Background: an optimization exercise with open tools, aiming at small area, a short achievable clock period and few clock cycles per item. Do not read the settings as production practice.
The RTL was checked by simulation tests, not by an equivalence proof against the original design.

// muldiv_unit
module muldiv_unit #(
    parameter int XLEN = 64
) (
    input  logic            clk,
    input  logic            reset,
    input  logic            start,
    input  logic [2:0]      funct3,
    input  logic [XLEN-1:0] op_a,
    input  logic [XLEN-1:0] op_b,
    input  logic            kill,
    output logic            busy,
    output logic            done,
    output logic [XLEN-1:0] result
);
Size in the first run: about 4000 cells after synthesis, ~200 I/O pins.
Settings: LEC_CHECK=0, CAP_MARGIN=20, CORE_MARGIN=2, CORE_UTILIZATION=40, SETUP_SLACK_MARGIN=1.5, SLEW_MARGIN=20; clock period 6.0 ns.
run.sh (not shown) runs the stock make flow with config.mk's settings and CLKGATE_MAP_FILE= SYNTH_SCRIPT=/design/flow/synth_recipe.tcl, a recipe that flattens the netlist after the stock synthesis.
The baseline passed the timing, design-rule and antenna checks.
Testbench counts at the start, summed over its fixed seeds: cycles 22,812, ops 1,600.
==> next run, changes <==
--- a/flow/design.v
+++ b/flow/design.v
@@ -62,12 +62,28 @@
         c6 = z5[1] ? {1'b1, c5[0]} : {1'b0, c5[1]};
         lzc64 = c6;
     endfunction
     function automatic logic [2:0] booth(input logic [2:0] g);
         booth = {g[1] ^ g[0], (g == 3'b011) || (g == 3'b100), g[2] && !(g[1] && g[0])};
     endfunction
+    function automatic logic [1:0] zblocks(input logic [63:0] x);
+        zblocks = (x[63:15] == '0 || x[63:15] == '1) ? 2'd3 :
+                  (x[63:31] == '0 || x[63:31] == '1) ? 2'd2 :
+                  (x[63:47] == '0 || x[63:47] == '1) ? 2'd1 : 2'd0;
+    endfunction
+    logic [1:0]  kz_a, kz_b;
+    logic        swap, mcnd_sgn;
+    logic [63:0] mplr, mcnd;
+    always_comb begin
+        kz_a     = zblocks(op_a);
+        kz_b     = zblocks(op_b);
+        swap     = kz_b > kz_a;
+        mplr     = swap ? op_b : op_a;
+        mcnd     = swap ? op_a : op_b;
+        mcnd_sgn = ((funct3[1:0] == 2'b01) || (funct3[1:0] == 2'b10 && swap)) && mcnd[63];
+    end
     logic [W-1:0] A_ext, H_ext, X0, X1, X2, S, C, T;
     logic [W:0]   T_ext;
     always_comb begin
         A_ext = {{(W-66){A[65]}}, A};
         H_ext = {{(W-66){H[65]}}, H};
         X0 = (x0_h ? H_ext : '0) | (x0_l ? {{(W-64){1'b0}}, L} : '0);
@@ -169,14 +185,14 @@
         inv0   <= 1'b0;
         c_one  <= 1'b0;
         {b0_one, b0_two, b0_neg} <= 3'b000;
         {b1_one, b1_two, b1_neg} <= 3'b000;
         if (n_mul) begin
             if (!bsy) begin
-                {b0_one, b0_two, b0_neg} <= booth({op_a[1:0], 1'b0});
-                {b1_one, b1_two, b1_neg} <= booth(op_a[3:1]);
+                {b0_one, b0_two, b0_neg} <= booth({mplr[1:0], 1'b0});
+                {b1_one, b1_two, b1_neg} <= booth(mplr[3:1]);
             end else begin
                 {b0_one, b0_two, b0_neg} <= booth(L[5:3]);
                 {b1_one, b1_two, b1_neg} <= booth(L[7:5]);
             end
         end
         if (n_align) begin
@@ -209,27 +225,25 @@
         if (!bsy) begin
             fn    <= funct3;
             rsel  <= funct3[2] ? funct3[1] : (funct3[1:0] != 2'b00);
             a_neg <= funct3[2] && !funct3[0] && op_a[63];
             b_neg <= funct3[2] && !funct3[0] && op_b[63];
             bzero <= (op_b == '0);
-            corr  <= (funct3 == 3'b011) && op_a[63];
+            corr  <= ((funct3 == 3'b011) || (funct3 == 3'b010 && swap)) && mplr[63];
             cnt   <= 6'd15;
-            kz    <= (op_a[63:15] == '0 || op_a[63:15] == '1) ? 2'd3 :
-                     (op_a[63:31] == '0 || op_a[63:31] == '1) ? 2'd2 :
-                     (op_a[63:47] == '0 || op_a[63:47] == '1) ? 2'd1 : 2'd0;
+            kz    <= swap ? kz_b : kz_a;
             lz_a  <= lzc64(op_a ^ {64{!funct3[0] && op_a[63]}});
             lz_b  <= lzc64(op_b ^ {64{!funct3[0] && op_b[63]}});
             if (funct3[2]) begin
                 H <= {{2{!funct3[0] && op_a[63]}}, op_a};
                 A <= {{2{!funct3[0] && op_b[63]}}, op_b};
                 L <= {64{op_b == '0}};
             end else begin
                 H <= '0;
-                A <= {{2{(funct3 == 3'b001) && op_b[63]}}, op_b};
-                L <= op_a;
+                A <= {{2{mcnd_sgn}}, mcnd};
+                L <= mplr;
             end
         end else begin
             H <= ph_mul ? {T[W-1], T[W-1:4]} : ph_msh ? {{16{H[65]}}, H[65:16]} : T[65:0];
             if (ph_align) begin
                 cnt <= sft;
                 A   <= A << sft;
The new run passed the timing, design-rule and antenna checks.
Critical path depth fell by 1.
Final area climbs by 9.1%.
Wire length came out higher by 26%.
Fmax barely changes.
Synthesized cell count increases by 3.4%.
Non-clock buffer count grows by 138.
Count of clock-buffer cells in the layout came out lower by 6.
Register-to-register slack hardly moves.
Testbench counts after the change, summed over its fixed seeds: cycles 21,383, ops 1,600.

==> afterwards: timing with drivers on the ports <==
How much do the figures lean on ideal ports? The routed layouts below were timed once more, with nothing changed but the port constraints. Step 1 assumes that a clkbuf_16 drives the clock port and a buf_2 every other input. Step 2 moves the port delays by t, midway between the first and last clock arrival at a register: inputs arrive t later, outputs are due t later. That takes back most of the time a late clock gives input paths. Slacks: ideal / step 1 / step 2; pairs: ideal / step 1.
| run | t, ns | setup WS [ns] | worst hold slack (ns) | clock arrival spread, ns |
|---|---|---|---|---|
| the first run | 0.637 | 1.383 / 1.383 / 1.067 | 0.494 / 0.494 / 0.494 | 0.046 / 0.046 |
| the second run | 0.655 | 1.391 / 1.391 / 0.957 | 0.540 / 0.540 / 0.540 | 0.019 / 0.019 |
After both steps setup and hold are still met in every run listed. The setup slack of the second run, which loses most, moves by 0.000 ns with the drivers and by -0.434 ns with both steps.
